This design comes from an exercise in tuning for small area on the open sky130 flow, not from production work.
Only simulation tests tie the RTL to the original design; equivalence was not proved.
Power and IR drop assume default switching activity.

[flow/run.sh]
#!/bin/bash
# Own layout flow:
#  1. the standard synthesis, unchanged (standard.sh synth);
#  2. an area-oriented re-mapping of its combinational cells with Yosys/ABC
#     (flow/resyn.ys.in, flow/resyn.abc); every register instance is kept
#     with its name and cell type;
#  3. the standard ORFS layout steps (standard.sh), with the smallest buffer
#     on the ports and a clock tree built without dummy loads.
# Each tool's full output goes to its own log file in this folder.
set -euo pipefail
export BUFFER_PORTS_ARGS="-buffer_cell sky130_fd_sc_hd__buf_1"
export CTS_ARGS="-sink_clustering_enable -repair_clock_nets -dont_use_dummy_load -buf_list sky130_fd_sc_hd__clkbuf_4 -sink_clustering_size 14 -sink_clustering_max_diameter 25"

bash standard.sh synth > synth.log 2>&1

R=orfs/results/${FLOW_PLATFORM}/multi_delimiter_record_splitter_top/base
L=orfs/logs/${FLOW_PLATFORM}/multi_delimiter_record_splitter_top/base
LIB=${FLOW_HOME}/platforms/${FLOW_PLATFORM}/lib/sky130_fd_sc_hd__tt_025C_1v80.lib
DU=$(grep -o -- "-dont_use sky130_fd_sc_hd__[A-Za-z0-9_]*" "$L/1_2_yosys.log" | sort -u | tr '\n' ' ')
YS=${YOSYS_EXE:-$(command -v yosys || echo "${FLOW_HOME}/../tools/install/yosys/bin/yosys")}

cp "$R/1_2_yosys.v" "$R/1_2_yosys_std.v"
sed -e "s#@LIB@#${LIB}#g" -e "s#@DU@#${DU}#" -e "s#@IN@#${R}/1_2_yosys_std.v#" \
    -e "s#@OUT@#${R}/1_2_yosys.v#" -e "s#@TOP@#${FLOW_TOP}#" -e "s#@ABC@#flow/resyn.abc#" \
    flow/resyn.ys.in > resyn.ys
"$YS" -l resyn.log -s resyn.ys > /dev/null 2>&1
rm -f "$R/1_synth.odb" "$R/1_synth.sdc"

bash standard.sh > standard.log 2>&1
[flow/resyn.abc]
strash
&get -n
&deepsyn -T 60 -S 7
&put
dch -f
amap
topo
stime -c
[flow/resyn.ys.in]
# Area-oriented re-mapping of the combinational cells of the standard
# synthesis netlist. Register cells, the ring-step o22ai cells and tie cells
# stay as they are (blackboxes); every other cell is read as its liberty
# function and mapped again by ABC.
read_liberty -ignore_miss_func @LIB@
blackbox sky130_fd_sc_hd__df* sky130_fd_sc_hd__edf* sky130_fd_sc_hd__o22ai_1 sky130_fd_sc_hd__conb_1
read_verilog @IN@
hierarchy -top @TOP@
flatten
techmap
opt -fast
abc -liberty @LIB@ @DU@ -script @ABC@ -D 20000
opt_clean -purge
hilomap -singleton -hicell sky130_fd_sc_hd__conb_1 HI -locell sky130_fd_sc_hd__conb_1 LO
opt_clean -purge
stat -liberty @LIB@
write_verilog -noattr -nohex -nodec @OUT@
[standard.sh]
#!/bin/bash
# synth_recipe.tcl (not shown) runs the flow's synth.tcl, then flattens the netlist and writes it again
# the make line also repeats each setting of config.mk as NAME=value (left out here)
make -C /OpenROAD-flow-scripts/flow DESIGN_CONFIG=/design/flow/config.mk WORK_HOME=/design/flow/orfs CLKGATE_MAP_FILE= SYNTH_SCRIPT=/design/flow/synth_recipe.tcl "${@:-finish}"
[config.mk]
export PLATFORM = sky130hd
export DESIGN_NAME = multi_delimiter_record_splitter_top
export DESIGN_NICKNAME = multi_delimiter_record_splitter_top
export VERILOG_FILES = /design/flow/design.v
export SDC_FILE = /design/flow/constraint.sdc
export NUM_CORES = 4
export LEC_CHECK = 0
export CAP_MARGIN = 20
export CORE_MARGIN = 2
export CORE_UTILIZATION = 70
export SLEW_MARGIN = 20
export SYNTH_HIERARCHICAL = 1
export SYNTH_MINIMUM_KEEP_SIZE = 0
[constraint.sdc]
create_clock -name core_clock -period 20.0 [get_ports {clk}]
set_input_delay 4.0000 -clock core_clock [delete_from_list [all_inputs] [get_ports {clk}]]
set_output_delay 4.0000 -clock core_clock [all_outputs]
set_load 0.01 [all_outputs]
[design.v]
module multi_delimiter_record_splitter_top (
	input  logic        clk,
	input  logic        arst_n,
	input  logic        data_in_valid,
	output logic        data_in_ready,
	input  logic [7:0]  data_in_data_byte,
	input  logic        data_in_end_of_input,
	output logic        data_out_valid,
	input  logic        data_out_ready,
	output logic [7:0]  data_out_out_byte,
	output logic        data_out_is_data,
	output logic        data_out_matched,
	output logic [1:0]  data_out_separator_index,
	output logic        data_out_last,
	input  logic        cfg_valid,
	output logic        cfg_ready,
	input  logic [2:0]  cfg_index,
	input  logic [63:0] cfg_data
);
	logic [3:0][7:0][7:0] ring;     
	logic [3:0][2:0]      idx1;     
	logic [3:0]           dflt;     
	logic [3:0][3:0]      len;      
	logic                 cs;
	logic                 esc_en;
	logic [7:0]           esc_b;
	assign cfg_ready = 1'b1;
	logic [3:0]            we_k;
	logic [3:0]            we_n;
	logic [7:0][7:0]       wr_b;      
	logic [3:0][7:0][7:0]  ring_d;
	always_comb begin
		for (int k = 0; k < 4; k++) begin
			we_k[k] = cfg_valid && cfg_index == 3'(k);
			we_n[k] = !we_k[k];
		end
		for (int s = 0; s < 8; s++) wr_b[s] = s[0] ? cfg_data[8*s +: 8] : ~cfg_data[8*s +: 8];
	end
	for (genvar k = 0; k < 4; k++) begin : g_ring
		for (genvar s = 0; s < 8; s++) begin : g_slot
			for (genvar b = 0; b < 8; b++) begin : g_bit
				mdrs_ring_step u_step (
					.we   (we_k[k]),
					.we_n (we_n[k]),
					.d    (wr_b[s][b]),
					.q    (ring[k][(s + 1) % 8][b]),
					.y    (ring_d[k][s][b])
				);
			end
		end
	end
	always_ff @(posedge clk) ring <= ring_d;
	always_ff @(posedge clk or negedge arst_n) begin
		if (!arst_n) begin
			idx1   <= {4{3'd1}};
			dflt   <= 4'hF;
			len    <= 16'h0021;
			cs     <= 1'b1;
			esc_en <= 1'b0;
			esc_b  <= 8'h5C;
		end else begin
			for (int k = 0; k < 4; k++) begin
				if (cfg_valid && cfg_index == 3'(k)) begin
					idx1[k] <= 3'd1;
					dflt[k] <= 1'b0;
				end else begin
					idx1[k] <= {idx1[k][2] ^ (idx1[k][1] & idx1[k][0]), idx1[k][1] ^ idx1[k][0], ~idx1[k][0]};
				end
			end
			if (cfg_valid) begin
				case (cfg_index)
					3'd4: len    <= cfg_data[15:0];
					3'd5: cs     <= cfg_data[0];
					3'd6: esc_en <= cfg_data[0];
					3'd7: esc_b  <= cfg_data[7:0];
					default: ;
				endcase
			end
		end
	end
	localparam logic [1:0] S_IDLE = 2'd0, S_PASS = 2'd1, S_INS = 2'd2, S_EMIT = 2'd3;
	logic [1:0]      st;
	logic [3:0]      fill;
	logic [2:0]      h;         
	logic            zq;        
	logic            esc_q;
	logic [3:0]      carry;
	logic [3:0]      hit;
	logic [3:0][7:0] pm;        
	logic [7:0][7:0] win;       
	logic            o_valid;
	logic            o_term;
	logic [7:0]      o_byte;
	logic [7:0] c;
	logic       ci;
	logic       proc;
	logic [3:0] nd;
	logic [3:0] nhit;
	assign c  = data_in_data_byte;
	assign ci = !cs && c[7:6] == 2'b01 && c[4:0] != 5'd0 && c[4:0] <= 5'd26;
	logic c00, c0a, c0d;
	assign c00 = (c == 8'h00);
	assign c0a = (c == 8'h0A);
	assign c0d = (c == 8'h0D);
	assign proc = (st == S_PASS);
	always_comb begin
		for (int k = 0; k < 4; k++) begin
			logic [7:0] x;
			logic       eq;
			logic       pred;
			logic       en;
			x = c ^ ring[k][0];
			eq = (x[7:6] == 2'b00) && (x[4:0] == 5'd0) && (!x[5] || ci);
			if (dflt[k]) begin
				case (k)
					0: eq = (idx1[k] == 3'd1) ? c0a : c00;
					1: eq = (idx1[k] == 3'd1) ? c0d : (idx1[k] == 3'd2) ? c0a : c00;
					default: eq = c00;
				endcase
			end
			en = len[k][3] ? (len[k][2:0] == 3'd0) : (len[k][2:0] != 3'd0);
			pred = (idx1[k] == 3'd1) || (carry[k] && !zq);
			nd[k] = pred && eq;
			nhit[k] = proc && en && (idx1[k] == len[k][2:0]) && nd[k];
		end
	end
	always_ff @(posedge clk) begin
		for (int k = 0; k < 4; k++) begin
			for (int s = 0; s < 7; s++) pm[k][s] <= pm[k][s+1];
			pm[k][7] <= proc ? nd[k] : pm[k][0];
			carry[k] <= pm[k][0];
		end
	end
	logic [3:0] keep;
	logic [1:0] kb;
	logic [2:0] fill1;
	assign fill1 = fill[2:0] + 3'd1;
	always_comb begin
		for (int k = 0; k < 4; k++) keep[k] = hit[k] && !fill[3] && (len[k][2:0] == fill1);
	end
	assign kb = hit[0] ? 2'd0 : hit[1] ? 2'd1 : hit[2] ? 2'd2 : hit[3] ? 2'd3 : 2'd0;
	logic is_esc;
	logic o_free;
	logic aligned;      
	logic ins_ok;
	logic take;
	logic ins;
	logic pop;
	logic term;
	assign is_esc  = esc_en && (c == esc_b);
	assign o_free  = !o_valid || data_out_ready;
	assign aligned = (h + fill[2:0]) == 3'd0;
	assign ins_ok  = (fill == 4'd0) || (h == 3'd0);
	always_comb begin
		take = 1'b0;
		ins  = 1'b0;
		pop  = 1'b0;
		term = 1'b0;
		case (st)
			S_IDLE: take = data_in_valid && !o_valid && (data_in_end_of_input || (!esc_q && is_esc));
			S_PASS: take = (h == 3'd7) && ((hit | nhit) != 4'd0);
			S_INS: begin
				ins  = ins_ok;
				take = ins_ok;
			end
			default: begin
				if (fill != 4'd0 && keep == 4'd0) pop = o_free && aligned;
				else term = o_free;
			end
		endcase
	end
	assign data_in_ready = take;
	always_ff @(posedge clk) begin
		for (int s = 1; s < 8; s++) win[s] <= win[s-1];
		win[0] <= ins ? c : win[7];
	end
	always_ff @(posedge clk or negedge arst_n) begin
		if (!arst_n) begin
			st    <= S_IDLE;
			fill  <= '0;
			h     <= '0;
			zq    <= 1'b1;
			esc_q <= 1'b0;
			o_valid <= 1'b0;
		end else begin
			h   <= ins ? 3'd0 : {h[2] ^ (h[1] & h[0]), h[1] ^ h[0], ~h[0]};
			if (o_free) o_valid <= 1'b0;
			case (st)
				S_IDLE: begin
					if (data_in_valid && !o_valid) begin
						if (data_in_end_of_input) begin
							st    <= S_EMIT;
							zq    <= 1'b1;
						end else if (esc_q) begin
							st <= S_INS;
						end else if (is_esc) begin
							esc_q <= 1'b1;
						end else if (h == 3'd7) begin
							st <= S_PASS;
						end
					end
				end
				S_PASS: begin
					if (h == 3'd7) begin
						if ((hit | nhit) != 4'd0) begin
							st   <= S_EMIT;
							zq   <= 1'b1;
						end else begin
							st <= S_INS;
						end
					end
				end
				S_INS: begin
					if (ins_ok) begin
						st    <= S_IDLE;
						zq    <= esc_q;
						esc_q <= 1'b0;
						if (fill == 4'd8) begin
							o_valid <= 1'b1;
						end else begin
							fill <= fill + 4'd1;
						end
					end
				end
				default: begin
					if (pop) begin
						fill    <= fill - 4'd1;
						o_valid <= 1'b1;
					end else if (term) begin
						fill    <= 4'd0;
						o_valid <= 1'b1;
						esc_q   <= 1'b0;
						st      <= S_IDLE;
					end
				end
			endcase
		end
	end
	always_ff @(posedge clk) begin
		if (st == S_PASS) hit <= hit | nhit;
		else if (st == S_IDLE && data_in_valid && !o_valid) hit <= '0;
		else if (term) hit <= keep;
	end
	always_ff @(posedge clk) begin
		if (pop || (ins && fill == 4'd8)) o_byte <= win[7];
		else if (term) o_byte <= 8'h00;
		if (pop || ins) o_term <= 1'b0;
		else if (term) o_term <= 1'b1;
	end
	assign data_out_valid           = o_valid;
	assign data_out_out_byte        = o_byte;
	assign data_out_is_data         = !o_term;
	assign data_out_matched         = o_term && (hit != 4'd0);
	assign data_out_separator_index = o_term ? kb : 2'd0;
	assign data_out_last            = o_term || (st != S_EMIT);
endmodule
module mdrs_ring_step (
	input  logic       we,
	input  logic       we_n,
	input  logic d,
	input  logic q,
	output logic y
);
	assign y = ~((we_n | d) & (we | q));
endmodule
==> results by group, run 1 <==
Run status
  – Status: no timing/DRC/antenna violations

Pwr
  – Switching power: 0.5825 mW
  – Power Total: 2.005 mW
  – P per Cell Area: 142.7 nW/um2
  – Switching share of power: 29.06%
  – Int Pwr: 1.422 mW
  – Clock power share: 21.2%
  – Leak pwr: 5.326 nW
  – Maximum vdd ir drop: 0.1007 mV
  – Sequential Power Share: 61.2%
  – Comb pwr share: 17.6%

Setup path
  – Worst reg2reg setup slack: 16.10 ns
  – Crit. End Element: output port
  – Worst r2r dst: o_byte[6]
  – Req. time, crit path: 16.00 ns
  – Crit Path Category: input port to output port
  – Worst reg2reg path startpoint: fill[0]
  – Reg2reg path depth: 13
  – Worst path arrival time: 7.06 ns
  – CP max FO: 14
  – Crit start category: input port

Clock network
  – PostCTS Resize Cnt: 0
  – Worst-path clk slew: 0.08 ns
  – CTS root buffer: clkbuf_4
  – CTS tree: built
  – Max clock buf depth: 3
  – Hold_buf cts: 0
  – Post-CTS Setup Inserts: 0
  – Sink Count: 423
  – Num CTS Buffers: 74
  – Latest clock arrival within the worst-skew pair: 0.69 ns
  – Level count of the clock H-tree: 3

Min path
  – Min-Delay Path Depth: 0
  – Hold WC Path Type: flip-flop to flip-flop
  – Worst hold start: win[3]
  – Hold EP: win[11]

STA
  – Final min period: 11.06 ns
  – Unrepaired setup endpoints after global routing: no
  – Clock Skews: 0.09188 ns
  – Final Cycle Share: 55.32%
  – Fmax: 90.39 MHz
  – Worst Slack Setup Final: 8.937 ns
  – Setup violators final: 0
  – Setup TNS: 0 ns
  – Slew @ Worst Pin: 0.8240 ns
  – Hold Slack: 0.2727 ns
  – Final hold violations: 0
  – Slew Limit Fails: 0
  – Relative slew slack: 45.07%

Route
  – First-pass DRT Iterations: 6
  – Final wirelength: 30.08 mm
  – Post-DR wirelength/cell: 19.53 um
  – Final antenna-violating net count: 0
  – Via density: 6.262
  – Drt first-iter violations: 850
  – Via count: 9644
  – DRC Markers: 0

Global route
  – First-pass GRT wire length: 47.93 mm
  – Initial antenna violation count: 1
  – Largest net degree at the start of global routing: 69
  – GRT Util Overall: 31.29%
  – GRT overflow: 0
  – Vias in the first global route: 9162

Die
  – Die Span Y: 138.8 um
  – I/O pin count: 97
  – Core Footprint: 17900 um2
  – DIE WIDTH: 138.8 um
  – Row count: 49
  – DIE AREA: 19270 um2
  – Initial core utilization: 71.07%

Synth
  – Syn Nets: 1209
  – Post-synthesis cell area: 12720 um2
  – Gate Count Post-Synth: 1128
  – Avg Synthesized Cell Area: 11.28 um2
  – Warnings, synthesis: 7

Run
  – Max cap viols: 0

Finish
  – Util after Layout: 78.45%
  – Area of the multi-input gates: 3445 um2
  – Area Overhead vs Synth: 10.37%
  – Share of cells above drive strength 1: 8.550%
  – Fill cells: 1208
  – Storage cell area: 8879 um2
  – Total Nets Final: 1393

Place
  – Final HPWL DP: 19.45 mm
  – Dpl ws: 9.038 ns
  – Final Wtd Congestion: 1.019
  – Port Buffers: 95
[layout by cell type (no fill, tap or decap), types with 2 or more instances in the layout]
cell	n
dfxtp_1	357
o22ai_1	290
clkinv_1	108
nor2_1	96
buf_1	94
clkbuf_4	74
dfrtp_1	38
a21oi_1	36
nand2_1	29
o21ai_0	24
nor3_1	19
dfstp_2	16
a211oi_1	13
buf_4	13
edfxtp_1	12
a2111oi_0	10
o221ai_1	9
a221oi_1	7
o211ai_1	5
nor2b_1	5
a31oi_1	5
nand4_1	4
nor4_1	4
a22oi_1	4
or3_1	4
nor3_2	4
inv_2	4
nand3_1	3
o2111ai_1	3
or2_0	2
o32a_1	2
a221o_1	2
o21a_1	2
[power groups by stage]
stage | Sequential [mW] | Combinational, mW | Clock, mW
5_1_grt | 1.25 | 0.392 | 0.470
4_1_cts | 1.23 | 0.347 | 0.434
3_5_place_dp | 1.24 | 0.345 | 0
2_1_floorplan | 1.21 | 0.246 | 0
3_3_place_gp | 1.24 | 0.334 | 0
6_report | 1.23 | 0.352 | 0.425
[cell type report]
cell class / count / share of cell area, %
Multi-Input combinational cell: 593 / 24.53
Sequential cell: 423 / 63.22
Antenna cell: 1 / 0.01782
Inverter: 112 / 2.994
Clock buffer: 74 / 3.956
Timing Repair Buffer: 108 / 3.243
Tap cell: 229 / 2.040
[registers in the layout (all words and copies together), names as in the netlist, 2 cells and up]
register	cells
carry	4
dflt	4
esc_b	8
fill	4
h	3
hit	4
idx1	12
len	16
o_byte	8
pm	32
ring	256
st	2
win	64
[worst max-delay path: stages]
cell and delay (ns):
buf_1 0.08, clkinv_1 0.38, nand2_1 0.31, nor3_1 0.11, a211oi_1 0.39, or2_0 0.21, nor2_1 0.05, o32a_1 0.36
or3_1 0.33, o21ai_0 0.28, nor3_1 0.14, o221ai_1 0.23, buf_1 0.19
[worst max path at each step]
stage	start	to	slack, ns	cells after the start
after floorplan	cfg_index[0]	ring[0]	9.16	4
after global placement	data_in_data_byte[2]	data_in_ready	9.10	13
after detailed placement	data_in_data_byte[2]	data_in_ready	9.04	13
after CTS	data_in_data_byte[2]	data_in_ready	9.03	13
after global routing	data_in_data_byte[2]	data_in_ready	8.78	13
final	data_in_data_byte[2]	data_in_ready	8.94	13
[per-stage QoR]
| step | instances | cell area (um2) |
|---|---|---|
| after floorplan | 1128 | 12720 |
| after global placement | 1465 | 13490 |
| after detailed placement | 1465 | 13490 |
| after CTS | 1539 | 14040 |
| after global routing | 1540 | 14040 |
| final | 1540 | 14040 |
[per-layer routing]
metal	vias up	GRT usage, %	wire (um)
met5	-	0	0
met4	0	11.64	843
met3	74	7.079	2218
met2	427	49.60	14280
met1	4555	42.80	12740
li1	4588	-	-
==> run 2: changes to the inputs <==
--- a/flow/run.sh
+++ b/flow/run.sh
@@ -11,3 +11,3 @@
 export BUFFER_PORTS_ARGS="-buffer_cell sky130_fd_sc_hd__buf_1"
-export CTS_ARGS="-sink_clustering_enable -repair_clock_nets -dont_use_dummy_load -buf_list sky130_fd_sc_hd__clkbuf_4 -sink_clustering_size 14 -sink_clustering_max_diameter 25"
+export CTS_ARGS="-sink_clustering_enable -repair_clock_nets -dont_use_dummy_load -buf_list sky130_fd_sc_hd__clkbuf_4 -sink_clustering_size 11 -sink_clustering_max_diameter 30"
 
--- a/config.mk
+++ b/config.mk
@@ -9,3 +9,3 @@
 export CORE_MARGIN = 2
-export CORE_UTILIZATION = 70
+export CORE_UTILIZATION = 76
 export SLEW_MARGIN = 20
==> results by group, run 2 <==
Min path
  – Hold WC Path Type: flip-flop to flip-flop

Place
  – Placed cell areas: 13470 um2
  – Port Buffers: 95
  – Final HPWL DP: 20.92 mm
  – Final Wtd Congestion: 0.9391

Setup path
  – CP cell instances: buf_1 > clkinv_1 > nand2_1 > nor3_1 > a211oi_1 > or2_0 > nor2_1 > o32a_1 > or3_1 > o21ai_0 > nor3_1 > o221ai_1 > buf_1
  – Worst path arrival time: 7.08 ns
  – Req. time, crit path: 16.00 ns
  – Slowest-stage cell, CP: clkinv_1
  – Crit Path Category: input port to output port
  – CP max FO: 14
  – Crit start category: input port
  – Crit. End Element: output port
  – CP max stage delay: 0.40 ns
  – Cell family with most CP delay: compound AO/OA/AOI/OAI gates
  – Buf/Inv on CP: 3

Clock network
  – Sink Count: 423
  – CTS tree: built
  – Hold_buf cts: 0
  – Worst-path clk slew: 0.09 ns
  – PostCTS Resize Cnt: 0
  – Max clock buf depth: 3
  – CTS root buffer: clkbuf_4
  – Latest clock arrival within the worst-skew pair: 0.68 ns
  – Num CTS Buffers: 50
  – Post-CTS Setup Inserts: 0
  – Level count of the clock H-tree: 2

Route
  – Drt first-iter violations: 1114
  – First-pass DRT Iterations: 6
  – Via count: 9944
  – Post-DR wirelength/cell: 21.48 um
  – DRC Markers: 0
  – Via density: 6.603
  – Final wirelength: 32.35 mm
  – Final antenna-violating net count: 0

Finish
  – Reg with most FFs: ring
  – Post-layout instance area: 13850 um2
  – Largest register FFs: 256
  – Area Overhead vs Synth: 8.821%
  – Share of cells above drive strength 1: 6.770%
  – Area of the multi-input gates: 3445 um2
  – Most frequent cells in the layout: dfxtp_1 (357), o22ai_1 (290), clkinv_1 (108)
  – Total Nets Final: 1368
  – Commonest non-fill, non-tap cell in the layout: dfxtp_1
  – Storage cell area: 8879 um2
  – Largest regs: ring x256, win x64, pm x32
  – Fill cells: 889

Die
  – Row count: 47
  – DIE AREA: 17790 um2
  – Core Footprint: 16470 um2
  – DIE WIDTH: 133.4 um
  – Initial core utilization: 77.27%
  – Die Span Y: 133.4 um
  – I/O pin count: 97

STA
  – Setup violators final: 0
  – Final hold violations: 0
  – Fmax: 90.28 MHz
  – Setup TNS: 0 ns
  – Final Cycle Share: 55.38%
  – Clock Skews: 0.05942 ns
  – Slew @ Worst Pin: 0.9951 ns
  – Final min period: 11.08 ns
  – Unrepaired setup endpoints after global routing: no
  – Slew Limit Fails: 0
  – Relative slew slack: 33.66%

Global route
  – First-pass GRT wire length: 51.12 mm
  – Vias in the first global route: 9734
  – GRT overflow: 0
  – GRT Util Overall: 36.81%
  – Initial antenna violation count: 1
  – Largest net degree at the start of global routing: 69

Synth
  – Warnings, synthesis: 7
  – Gate Count Post-Synth: 1128
  – Avg Synthesized Cell Area: 11.28 um2
  – Post-synthesis cell area: 12720 um2
  – Syn Nets: 1209

Run status
  – Status: no timing/DRC/antenna violations

Pwr
  – Leak pwr: 5.211 nW
  – P per Cell Area: 141.9 nW/um2
  – Maximum vdd ir drop: 0.09103 mV
  – Power Total: 1.965 mW

Run
  – Max cap viols: 0
==> run 2: worst register-to-register path, cell delays in order (launching register included) <==
cell and delay (ns):
dfrtp_1 0.49, clkinv_1 0.17, nor2_1 0.21, nor2_1 0.07, a21oi_1 0.40, clkinv_1 0.27
o22ai_1 0.17, a2111oi_0 0.11, nor2_1 0.12, nand4_1 0.17, nor4b_1 0.72, nor2_1 0.21
a211oi_1 0.34, clkinv_1 0.15, nor2_1 0.17, nor2_1 0.07, a21oi_1 0.13
==> run 2: final timing paths <==
| kind | endpoint | depth (start not counted) | slack (ns) | startpoint |
|---|---|---|---|---|
| worst max-delay path | data_in_ready | 13 | 8.92 | data_in_data_byte[2] |
| min in group asynchronous | o_valid | 2 | 3.45 | arst_n |
| max in group asynchronous | idx1[5] | 2 | 16.02 | arst_n |
| worst max register to register | fill[3] | 16 | 15.98 | fill[0] |
| worst min-delay path | pm[6] | 0 | 0.29 | pm[7] |
| worst min register to register | pm[6] | 0 | 0.29 | pm[7] |
==> run 2: area by class of cell <==
cell class                      instances  area share [%]
Inverter                              112           3.045
Sequential cell                       423           64.12
Clock buffer                           50           2.711
Antenna cell                            1         0.01807
Multi-Input combinational cell        593           24.88
Timing Repair Buffer                  107           3.235
Tap cell                              220           1.988
==> run 2: power breakdown <==
group,internal (mW),switching [mW]
clock network,0.115,0.243
registers,1.12,0.123
logic,0.137,0.232
total,1.37,0.598
==> run 2: through the flow <==
| stage | setup slack, ns | instances | hold slack, ns | utilization, % |
|---|---|---|---|---|
| final | 8.924 | 1506 | 0.2865 | 84.09 |
| after global routing | 8.662 | 1506 | 0.3011 | 84.09 |
| after CTS | 9.034 | 1505 | 0.2949 | 84.07 |
| after detailed placement | 9.053 | 1455 | 0.3121 | 81.79 |
| after global placement | 9.130 | 1455 | 0.3097 | 81.79 |
| after floorplan | 9.161 | 1128 | 0.3096 | - |
==> run 2: per-layer routing <==
layer | vias up | routed length (um) | track usage [%] | share of wire, %
met5 | - | 0 | 0 | 0
met4 | 0 | 1433 | 15.37 | 4.4
met3 | 110 | 2859 | 7.040 | 8.8
met2 | 612 | 15540 | 60.74 | 48
met1 | 4696 | 12520 | 48.28 | 39
li1 | 4526 | - | - | -

## static timing again, ports no longer ideal
The flow's constraints put no driver on any port. The routed layouts listed below were extracted and timed again, unchanged, in two steps.
Step 1, drivers: a clkbuf_16 drives clk and a buf_2 each remaining input, both assumed.
Step 2 times the ports against the registers' clock, not the clock port: input delays grow and output delays shrink by t, the midpoint of the rising clock arrivals with the driver on.
Three values: no drivers, after step 1, after step 2; two values: the first two.
run | t (ns) | setup slack, ns | worst register clock-pin slew, ns | worst data-port slew with drivers (ns)
run 1 | 0.692 | 8.937 / 8.914 / 8.914 | 0.11 / 0.11 | 0.06
run 2 | 0.691 | 8.924 / 8.890 / 8.890 | 0.11 / 0.11 | 0.06
After both steps every run listed still meets setup and hold. The setup slack of run 2, which loses most, moves by -0.034 ns with the drivers and by -0.034 ns with both steps.
